Background: an optimization exercise with open tools, aiming at small area, a short achievable clock period and few clock cycles per item. Do not read the settings as production practice.
Function was not checked in any run shown here: the RTL went through the layout flow alone.
Power is estimated from default activity; no workload was simulated.

**design/flow/standard.sh**
```bash
#!/bin/bash
# synth_recipe.tcl (not shown) runs the flow's synth.tcl, then flattens the netlist and writes it again
# the make line also repeats each setting of config.mk as NAME=value (left out here)
make -C /OpenROAD-flow-scripts/flow DESIGN_CONFIG=/design/flow/config.mk WORK_HOME=/design/flow/orfs CLKGATE_MAP_FILE= SYNTH_SCRIPT=/design/flow/synth_recipe.tcl "${@:-finish}"
```
**design/flow/flow/run.sh**
```bash
#!/bin/bash
# Standard layout, with clock tree synthesis told not to add dummy loads.
set -euo pipefail
export CTS_ARGS="-sink_clustering_enable -repair_clock_nets -dont_use_dummy_load -sink_clustering_size 24 -sink_clustering_max_diameter 60"
bash standard.sh > standard.log 2>&1
```
**design/flow/constraint.sdc**
```tcl
create_clock -name core_clock -period 6.5 [get_ports {clk}]
set_input_delay 1.3000 -clock core_clock [delete_from_list [all_inputs] [get_ports {clk}]]
set_output_delay 1.3000 -clock core_clock [all_outputs]
set_load 0.01 [all_outputs]
```
**design/flow/config.mk**
```make
export PLATFORM = sky130hd
export DESIGN_NAME = lru_key_value_cache
export DESIGN_NICKNAME = lru_key_value_cache
export VERILOG_FILES = /design/flow/design.v
export SDC_FILE = /design/flow/constraint.sdc
export NUM_CORES = 4
export LEC_CHECK = 0
export CAP_MARGIN = 20
export CORE_MARGIN = 2
export CORE_UTILIZATION = 60
export CTS_CLUSTER_DIAMETER = 60
export CTS_CLUSTER_SIZE = 24
export SETUP_SLACK_MARGIN = 4.0
export SLEW_MARGIN = 20
```
**design/flow/design.v**
```verilog
`default_nettype none
package lkvc_pkg;
  localparam int MAX_ENTRIES_DEF = 16;
  localparam int KEY_W = 32;
  localparam int VAL_W = 32;
  localparam int CAP_W = 5;
  localparam logic [CAP_W-1:0] CAP_RESET = 5'd16;
  localparam logic OP_GET = 1'b0;
  localparam logic OP_PUT = 1'b1;
  localparam logic [VAL_W-1:0] MISS_VALUE = 32'hFFFF_FFFF;
  localparam logic [VAL_W-1:0] PUT_VALUE = 32'h0000_0000;
endpackage
`default_nettype wire
`default_nettype none
import lkvc_pkg::*;
module lru_key_value_cache #(
  parameter int MAX_ENTRIES = MAX_ENTRIES_DEF
) (
  input  wire                     clk,
  input  wire                     rst_n,
  input  wire                     start,
  output logic                    busy,
  input  wire                     in_opcode,
  input  wire  signed [KEY_W-1:0] in_key,
  input  wire  signed [VAL_W-1:0] in_value,
  output logic                    out_strobe,
  output logic                    out_hit,
  output logic signed [VAL_W-1:0] out_read_value,
  input  wire                     cfg_we,
  input  wire         [CAP_W-1:0] cfg_wdata
);
  localparam int N = MAX_ENTRIES;
  localparam int CNT_W = $clog2(N + 1);
  localparam int CMP_W = (CNT_W > CAP_W) ? CNT_W : CAP_W;
  logic [CAP_W-1:0] cap_r;
  logic [CNT_W-1:0] occ_r;
  logic             full_r;
  logic             s1_vld_r;
  logic             s1_op_r;
  logic [KEY_W-1:0] s1_key_r;
  logic [VAL_W-1:0] s1_val_r;
  logic             s2_vld_r;
  logic             s2_op_r;
  logic [KEY_W-1:0] s2_key_r;
  logic [VAL_W-1:0] s2_val_r;
  logic [N-1:0]     s2_match_r;   
  logic             s2_found_r;   
  logic [KEY_W-1:0] key_r [N];
  logic [VAL_W-1:0] val_r [N];
  logic             newer_r [N][N];
  logic             res_vld_r;
  logic             res_hit_r;
  logic [VAL_W-1:0] res_val_r;
  assign busy = 1'b0;
  logic [N-1:0] valid, victim, free, miss_slot, slot, upd, wr;
  logic         s2_put, s2_wrote, s2_putmiss, do_ins;
  always_comb begin
    for (int i = 0; i < N; i++) begin
      valid[i] = occ_r > CNT_W'(i);
      free[i]  = occ_r == CNT_W'(i);
    end
    for (int i = 0; i < N; i++) begin
      logic v;
      v = valid[i];
      for (int j = 0; j < N; j++) begin
        if (j < i) begin
          v = v && newer_r[j][i];
        end else if (j > i) begin
          v = v && (!valid[j] || !newer_r[i][j]);
        end
      end
      victim[i] = v;
    end
    miss_slot = full_r ? victim : free;
    s2_put     = s2_op_r == OP_PUT;
    s2_wrote   = s2_vld_r && s2_put;
    s2_putmiss = s2_wrote && !s2_found_r;
    do_ins     = s2_putmiss && !full_r;
    slot = s2_found_r ? s2_match_r : miss_slot;
    upd  = slot & {N{s2_vld_r && (s2_found_r || s2_put)}};
    wr   = slot & {N{s2_wrote}};
  end
  logic [N-1:0] s1_match, s1_match_fix;
  logic         s1_same, s1_any, s1_evict, s1_found, s1_fwd;
  always_comb begin
    for (int i = 0; i < N; i++) begin
      s1_match[i] = valid[i] && (key_r[i] == s1_key_r);
    end
    s1_same  = (s1_key_r == s2_key_r);
    s1_fwd   = s2_wrote && s1_same;
    s1_any   = |s1_match;
    s1_evict = |(s1_match & miss_slot);
    s1_found = s1_fwd || (s1_any && !(s2_putmiss && s1_evict));
    s1_match_fix = s1_fwd ? slot : s1_match;
  end
  logic [CNT_W-1:0] occ_nxt;
  logic [CMP_W-1:0] eff_cap;
  logic [VAL_W-1:0] rd_val;
  always_comb begin
    occ_nxt = occ_r + CNT_W'(do_ins);
    if (cap_r == '0) begin
      eff_cap = CMP_W'(1);
    end else if (CMP_W'(cap_r) > CMP_W'(N)) begin
      eff_cap = CMP_W'(N);
    end else begin
      eff_cap = CMP_W'(cap_r);
    end
    rd_val = '0;
    for (int i = 0; i < N; i++) begin
      rd_val = rd_val | (val_r[i] & {VAL_W{s2_match_r[i]}});
    end
  end
  always_ff @(posedge clk) begin
    if (!rst_n) begin
      s1_vld_r  <= 1'b0;
      s2_vld_r  <= 1'b0;
      res_vld_r <= 1'b0;
      cap_r     <= CAP_RESET;
      occ_r     <= '0;
      full_r    <= 1'b0;
    end else begin
      s1_vld_r  <= start;
      s2_vld_r  <= s1_vld_r;
      res_vld_r <= s2_vld_r;
      if (cfg_we) begin
        cap_r <= cfg_wdata;
      end
      occ_r  <= occ_nxt;
      full_r <= CMP_W'(occ_nxt) >= eff_cap;
    end
  end
  always_ff @(posedge clk) begin
    s1_op_r    <= in_opcode;
    s1_key_r   <= in_key;
    s1_val_r   <= in_value;
    s2_op_r    <= s1_op_r;
    s2_key_r   <= s1_key_r;
    s2_val_r   <= s1_val_r;
    s2_match_r <= s1_match_fix;
    s2_found_r <= s1_found;
    for (int i = 0; i < N; i++) begin
      if (wr[i]) begin
        val_r[i] <= s2_val_r;
      end
      if (wr[i] && !s2_found_r) begin
        key_r[i] <= s2_key_r;
      end
      for (int j = i + 1; j < N; j++) begin
        if (upd[i]) begin
          newer_r[i][j] <= 1'b1;
        end else if (upd[j]) begin
          newer_r[i][j] <= 1'b0;
        end
      end
    end
    res_hit_r <= s2_found_r;
    if (s2_put) begin
      res_val_r <= PUT_VALUE;
    end else if (s2_found_r) begin
      res_val_r <= rd_val;
    end else begin
      res_val_r <= MISS_VALUE;
    end
  end
  assign out_strobe     = res_vld_r;
  assign out_hit        = res_hit_r;
  assign out_read_value = res_val_r;
endmodule
`default_nettype wire
```
==> results of run 1 <==
[repair_timing]
item | in CTS | in global routing
pin swaps | 116 | 69
setup endpoints to repair | 1201 | 1041
buffers inserted | 226 | 106
cloned | 60 | 16
gates resized for setup | 594 | 201
[routing by layer]
metal  routed length (um)  part of all wire (%)
met1                60100                    34
met3                22500                    13
met5                   55                 0.032
met2                79300                    45
met4                12600                   7.2
[kinds of logic after synthesis]
family | after synthesis
mux | 32
flops | 1338
compound gates | 423
xor+xnor | 547
simple gates | 703
fa+ha+maj | 7
other cells | 1
buf+inv | 205
[per-stage QoR]
step                      utilization, %  area [um^2]  hold WS [ns]
after floorplan                        -        50300         0.310
after global placement              64.0        52600         0.313
after detailed placement            64.0        52600         0.312
after CTS                           73.2        60200         0.327
after global routing                75.6        62200         0.328
final                               75.6        62200         0.322
[area by class of cell]
cell class	instances	area (um^2)
diodes	1	2.50
clock buffers	87	2180
fillers	4756	20000
inverters	21	88.8
multi-input cells	1738	13800
flip-flops and latches	1338	37100
well taps	1070	1340
repair buffers	586	7630
[where the power goes]
part	internal (mW)	leakage, nW	switching (mW)
sequential	9.26	11.8	0.134
combinational	0.247	8.61	0.416
clock	2.37	1.07	2.68
total	11.9	21.5	3.23
[placed cells by master (no fill, tap or decap), types with 26 or more instances in the layout]
master	instances
nor2_4	41
nand2_2	44
xor2_1	338
nor2_1	47
edfxtp_1	1024
nor4_1	83
buf_4	158
dfxtp_2	26
dfxtp_1	269
buf_6	130
a31oi_1	33
xnor2_1	208
a22oi_1	193
buf_2	32
clkbuf_16	101
nand2_1	180
a222oi_1	37
buf_12	120
clkdlybuf4s50_1	73
nand4_1	126
nand3_1	62
buf_16	36
a21o_1	33
[state kept, by name (all words and copies together), names as in the netlist, 16 cells and up]
signal and flops:
s1_val_r 32, res_val_r 32, key_r 512, s2_key_r 32, newer_r 120, val_r 512
s1_key_r 32, s2_val_r 32, s2_match_r 16
[final timing paths]
path / startpoint / to / slack, ns
max: s1_key_r[3] / s2_found_r / 3.51
min reg2reg: s1_val_r[8] / s2_val_r[8] / 0.32
min: s1_val_r[8] / s2_val_r[8] / 0.32
max reg2reg: s1_key_r[3] / s2_found_r / 3.51
==> impl_summary.txt, run 1 <==
----------------------------------------------------
[Logic synthesis]
  Most area-consuming cells after synthesis ... edfxtp_1 (62%), dfxtp_1 (13%), xor2_1 (5.9%)
  Synth Register Bits ... 1338
  Count of synthesis-stage warnings from yosys ... 4
  Distinct cells, synth ... 79
  Post-synthesis simple-gate area fraction ... 7.22%
  Predominant post-synthesis flop cell ... edfxtp_1
  Post-Syn Nets ... 3337
  Proportion of netlist area held by the largest area contributor ... 61.5%
  Mean instance size in the synthesized netlist ... 15.4 um^2
  Asr flop ratio synth ... 0%
  Post-synthesis share of cell area spent on xor and xnor gates ... 9.58%
  Compound-cell area share of the yosys netlist ... 6.35%
  Number of enable flip-flop cells after synthesis ... 1024
  Most frequent cells after synthesis ... edfxtp_1 (1024), xor2_1 (339), dfxtp_1 (314)
  Synthesized netlist cell count ... 3256
  Cell Area, Synth ... 0.0500 mm^2
  Synth area leader ... edfxtp_1
  Sequential element share of the synthesized area ... 74.1%
  Combinational family with the most area after synthesis ... XOR/XNOR gates
  Most frequent cell after synthesis ... edfxtp_1
  Synth Area in Adders ... 0.175%
  Portion of netlist area occupied by mux cells ... 0.673%

[Clocking]
  Number of clock buffers inserted by TritonCTS ... 87
  Clock latency on the worst-skew pair ... 0.69 ns
  Maximum buffer depth of the clock tree ... 3
  Clock tree from TritonCTS ... built
  Number of levels in the clock H-tree ... 3
  Clk slew on worst S/H paths ... 0.09 ns
  Count of clock tree sinks ... 1338
  Total of hold buffers inserted after clock tree synthesis ... 0
  Master cell of the clock root buffer ... clkbuf_16

[Power and ir drop]
  Max VDD drop ... 0.210 mV
  Sum of internal, switching and leakage power ... 15.1 mW
  Leakage Power ... 21.5 nW
  Power density cells ... 243 mW/mm^2

[Cells and area]
  Fraction of layout cells with a size suffix above 1 ... 24.1%
  Area Growth Syn to Fin ... 24.4%
  Number of non-filler instances in the completed layout ... 4841
  Total number of nets in the final design ... 3853

[Setup path]
  Number of gates on the worst path with buffers counted ... 9
  Cell-by-cell listing of the critical path ... buf_6 -> xor2_1 -> nor4_1 -> and3_1 -> nand3_1 -> a2bb2oi_1 -> o2111ai_1 -> or4_4 -> a21oi_2
  CP max stage cell ... nor4_1
  Worst endpoint required time ... 7.01 ns
  Type of destination of the critical path ... flop
  Maximum cell stage delay along the critical path ... 0.62 ns
  Classification of the worst setup path ... reg -> reg
  Data arrival, critical path ... 3.50 ns
  Bufs and invs on worst path ... 1
  Depth of the most critical reg-to-reg path ... 9
  Category of cells accounting for the largest share of critical-path delay ... simple AND/OR/NAND/NOR gates
  Element type at the critical path start ... flop
  Maximum fanout count along the critical path ... 18

[Global route]
  Met1 routing resource usage after global routing ... 51.0%
  Met2 Resource Use GR ... 61.8%
  Total track usage ... 39.3%
  Global-route wire length before repair ... 234000 um
  Met3 GRT Util ... 9.82%
  Pin count of the biggest net entering global routing ... 58
  Initial antenna violation count ... 9
  Grt total ovfl ... 0
  Layer with the highest usage ... met2
  Vias in the first global route ... 31022

[STA]
  Highest Clock Rate ... 335 MHz
  Final Max Slew Viols ... 0
  Final setup TNS ... 0 ns
  Slew Limit Headroom ... 22.4%
  Minimum setup slack in the final design ... 3.51 ns
  Finish-stage setup viols ... 0
  Actual slew at the worst max-slew pin ... 1.16 ns
  Fin. Hold Viols ... 0
  Post-route clock period utilization ... 46.0%
  Unrepaired setup endpoints after global routing ... yes
  Final min period ... 2.99 ns
  Final clock skew ... 0.0817 ns

[Route]
  Number of detailed-routing iterations run before antenna repair ... 12
  Detailed-route DRC error count ... 0
  Wire length after detailed routing ... 174000 um
  DRC violation total after the first TritonRoute iteration ... 5726
  Via density ... 6.86
  Number of vias after detailed routing ... 33224
  Routed length per instance ... 36.0 um
  DRT antenna net count ... 0

[Place]
  Final weighted congestion of routability-driven global placement ... 1.02
  Placed cells ... 4344
  HPWL after DPL ... 86600 um
  Pre-CTS worst setup slack ... 2.48 ns
  IO buf count ... 107

[Floorplan]
  Starting Density ... 60.8%
  Die Height ... 293 um
  Number of placement rows ... 105
  Core region area ... 0.0822 mm^2
  DIE AREA ... 0.0857 mm^2
  Number of ports placed on the die boundary ... 109
  X dimension of the die ... 293 um

[Worst hold path]
  Instance count along the most critical hold path ... 0
  Path type of the worst min-delay path ... reg -> reg

[Run]
  Max-cap viol count ... 0

[Run status]
  Result of the run ... complete, no violations

----------------------------------------------------
==> inputs of run 2 (changes only) <==
==> design/flow/flow/run.sh (replaced) <==
#!/bin/bash
# Standard layout, with clock tree synthesis told not to add dummy loads.
set -euo pipefail
export CTS_ARGS="-sink_clustering_enable -repair_clock_nets -dont_use_dummy_load -sink_clustering_size 32 -sink_clustering_max_diameter 70"
bash standard.sh > standard.log 2>&1
--- a/design/flow/config.mk
+++ b/design/flow/config.mk
@@ -8,7 +8,7 @@
 export CAP_MARGIN = 20
 export CORE_MARGIN = 2
 export CORE_UTILIZATION = 60
-export CTS_CLUSTER_DIAMETER = 60
-export CTS_CLUSTER_SIZE = 24
+export CTS_CLUSTER_DIAMETER = 70
+export CTS_CLUSTER_SIZE = 32
 export SETUP_SLACK_MARGIN = 4.0
 export SLEW_MARGIN = 20
==> run 2 against run 1 <==
  * Combinational power rose by 6.9%
  * Flip-flop and latch count did not move
  * Clock power fell by about 20%
  * Clock skew up 0.015 ns
  * Highest routed layer unchanged
  * Still clean
  * Worst setup slack better by 0.017 ns
  * Synthesized area did not move
  * Via count increased by 0.50%
  * Critical path depth unchanged
  * Sequential share of layout area is 0.10 points higher
  * Sequential power about the same
  * Routed wire length is 0.33% lower
  * Count of clock-buffer cells in the layout down 31
==> impl_summary.txt, run 2 <==
----------------------------------------------------
[Setup path]
  Flop-to-flop setup slack ... 3.53 ns
  Data arrival, critical path ... 3.48 ns
  Maximum cell stage delay along the critical path ... 0.73 ns
  Worst flop-to-flop path endpoint ... s2_found_r
  Worst endpoint required time ... 7.01 ns
  Bufs and invs on worst path ... 1
  Category of cells accounting for the largest share of critical-path delay ... simple AND/OR/NAND/NOR gates
  Depth of the most critical reg-to-reg path ... 9
  Beginning of the worst register-to-register path ... s1_key_r[3]
  Classification of the worst setup path ... reg -> reg
  Type of destination of the critical path ... flop
  Start point of the critical path ... s1_key_r[3]
  Element type at the critical path start ... flop
  Cell-by-cell listing of the critical path ... buf_6 -> xor2_1 -> nor4_1 -> and3_1 -> nand3_1 -> a2bb2oi_1 -> o2111ai_1 -> or4_1 -> a21oi_1
  Maximum fanout count along the critical path ... 18
  CP max stage cell ... nor4_1

[STA]
  Highest Clock Rate ... 337 MHz
  Post-route clock period utilization ... 45.7%
  Worst hold slack ... 0.332 ns
  Unrepaired setup endpoints after global routing ... yes
  Final clock skew ... 0.0965 ns
  Final Max Slew Viols ... 0
  Fin. Hold Viols ... 0
  Slew Limit Headroom ... 20.2%
  Final setup TNS ... 0 ns
  Actual slew at the worst max-slew pin ... 1.20 ns
  Final min period ... 2.97 ns
  Finish-stage setup viols ... 0

[Logic synthesis]
  Synthesized netlist cell count ... 3256
  Count of synthesis-stage warnings from yosys ... 4
  Predominant post-synthesis flop cell ... edfxtp_1
  Mean instance size in the synthesized netlist ... 15.4 um^2
  Most area-consuming cells after synthesis ... edfxtp_1 (62%), dfxtp_1 (13%), xor2_1 (5.9%)
  Asr flop ratio synth ... 0%
  Sequential element share of the synthesized area ... 74.1%
  Synth Area in Adders ... 0.175%
  Combinational family with the most area after synthesis ... XOR/XNOR gates
  Compound-cell area share of the yosys netlist ... 6.35%
  Cell Area, Synth ... 0.0500 mm^2
  Synth area leader ... edfxtp_1
  Post-synthesis simple-gate area fraction ... 7.22%
  Distinct cells, synth ... 79
  Synth Register Bits ... 1338
  Post-Syn Nets ... 3337
  Number of enable flip-flop cells after synthesis ... 1024
  Post-synthesis share of cell area spent on xor and xnor gates ... 9.58%
  Most frequent cell after synthesis ... edfxtp_1
  Most frequent cells after synthesis ... edfxtp_1 (1024), xor2_1 (339), dfxtp_1 (314)
  Portion of netlist area occupied by mux cells ... 0.673%
  Proportion of netlist area held by the largest area contributor ... 61.5%

[Route]
  Routed length per instance ... 35.7 um
  DRC violation total after the first TritonRoute iteration ... 5241
  Wire length after detailed routing ... 174000 um
  Number of vias after detailed routing ... 33389
  Detailed-route DRC error count ... 0
  DRT antenna net count ... 0
  Number of detailed-routing iterations run before antenna repair ... 8
  Via density ... 6.85

[Power and ir drop]
  Leakage Power ... 21.5 nW
  Power density cells ... 228 mW/mm^2
  Max VDD drop ... 0.309 mV

[Place]
  Placed cells ... 4344
  Final weighted congestion of routability-driven global placement ... 1.02
  IO buf count ... 107
  HPWL after DPL ... 86600 um

[Floorplan]
  DIE AREA ... 0.0857 mm^2
  Core region area ... 0.0822 mm^2
  Starting Density ... 60.8%
  Number of ports placed on the die boundary ... 109
  Number of placement rows ... 105
  X dimension of the die ... 293 um
  Die Height ... 293 um

[Clocking]
  Clock latency on the worst-skew pair ... 0.69 ns
  Clk slew on worst S/H paths ... 0.12 ns
  Count of clock tree sinks ... 1338
  Master cell of the clock root buffer ... clkbuf_16
  Maximum buffer depth of the clock tree ... 3
  Number of levels in the clock H-tree ... 2
  Total of hold buffers inserted after clock tree synthesis ... 0
  Number of clock buffers inserted by TritonCTS ... 56
  Clock tree from TritonCTS ... built

[Run status]
  Result of the run ... complete, no violations

[Cells and area]
  Largest registers ... key_r x512, val_r x512, newer_r x120
  Most common cell after layout, fill and taps aside ... edfxtp_1
  Area Growth Syn to Fin ... 24.2%
  Final core occ ... 75.5%
  Number of non-filler instances in the completed layout ... 4874
  Most frequent cells in the layout ... edfxtp_1 (1024), xor2_1 (339), dfxtp_1 (259)
  Fraction of layout cells with a size suffix above 1 ... 25.5%
  Total number of nets in the final design ... 3884

[Worst hold path]
  Hold-critical path endpoint ... s2_val_r[26]
  Path type of the worst min-delay path ... reg -> reg
  Instance count along the most critical hold path ... 0
  Startpoint of the worst hold path ... s1_val_r[26]

[Global route]
  Initial antenna violation count ... 5
  Total track usage ... 39.4%
  Global-route wire length before repair ... 235000 um
  Vias in the first global route ... 30860
  Pin count of the biggest net entering global routing ... 58
  Grt total ovfl ... 0

[Run]
  Max-cap viol count ... 0

----------------------------------------------------
## run 2: cell counts after synthesis
No cell type changed its count.
## run 2: layout make-up
class                      instances  area, um^2
fill                            4798       20100
antenna                            3        7.51
inverter                          21        88.8
sequential                      1338       37100
multi-input combinational       1738       13900
tap                             1070        1340
clock buffer                      56        1400
timing repair buffer             648        8250
## run 2: worst register-to-register path, stage by stage, from the launching register on
cell       delay (ns)
dfxtp_1          0.35
buf_6            0.34
xor2_1           0.14
nor4_1           0.73
and3_1           0.40
nand3_1          0.26
a2bb2oi_1        0.25
o2111ai_1        0.11
or4_1            0.14
a21oi_1          0.07
## run 2: layer usage
metal	part of all wire (%)	routed length, um	global-route usage [%]	up-vias
met5	0.0052	9	0.113	-
met4	7.1	12400	20.4	2
met3	13	22100	8.97	699
met2	46	79700	62.4	2735
met1	34	59700	51.5	16672
li1	-	-	-	13281
## run 2: kinds of logic after synthesis
logic type | Yosys count
compound gates | 423
xor+xnor | 547
fa+ha+maj | 7
buf+inv | 205
flops | 1338
mux | 32
other cells | 1
simple gates | 703
## run 2: through the flow
stage	cell area, um^2	setup WS, ns	power, mW
global route	62100	3.57	14.4
CTS	60000	3.65	14.0
finish	62100	3.53	14.1
floorplan	50300	3.72	9.80
detailed placement	52600	2.48	10.1
global placement	52600	2.61	10.1
## run 2: report_power, final
group / switching (mW) / internal [mW] / total, mW
Sequential: 0.134 / 9.26 / 9.39
Clock: 2.49 / 1.54 / 4.03
Combinational: 0.425 / 0.283 / 0.709
Total: 3.04 / 11.1 / 14.1
## run 2: what timing repair did
item / in CTS / in global routing
resized for setup: 649 / 177
endpoints found under the setup margin: 1201 / 1035
pin swaps: 129 / 76
buffers inserted: 277 / 119
cloned: 62 / 13
## run 2: worst max-delay path by stage
stage,endpoint,slack [ns],cells after the start
floorplan,val_r[1][0],3.72,9
global placement,val_r[1][12],2.61,9
detailed placement,val_r[1][14],2.48,9
CTS,val_r[2][10],3.65,12
global route,s2_found_r,3.57,13
finish,s2_found_r,3.53,9

re-timing with driven ports:
The flow's constraints put no driver on any port. The routed layouts listed below were extracted and timed again, unchanged, in two steps. Step 1: set_driving_cell puts a clkbuf_16 on clk and a buf_2 on each other input, an assumption about the parent block. Step 2 times the ports against the registers' clock, not the clock port: input delays grow and output delays shrink by t, the midpoint of the rising clock arrivals with the driver on. Slacks: ideal / step 1 / step 2; pairs: ideal / step 1.
| run | shift t [ns] | setup slack, ns | worst setup path after step 2 | latest minus earliest clock arrival (ns) | slew at the worst register clock pin (ns) |
|---|---|---|---|---|---|
| run 1 | 0.722 | 3.512 / 3.512 / 3.512 | register to register | 0.083 / 0.083 | 0.10 / 0.10 |
| run 2 | 0.718 | 3.529 / 3.529 / 3.529 | register to register | 0.097 / 0.096 | 0.12 / 0.12 |
After both steps every run listed still meets setup and hold.
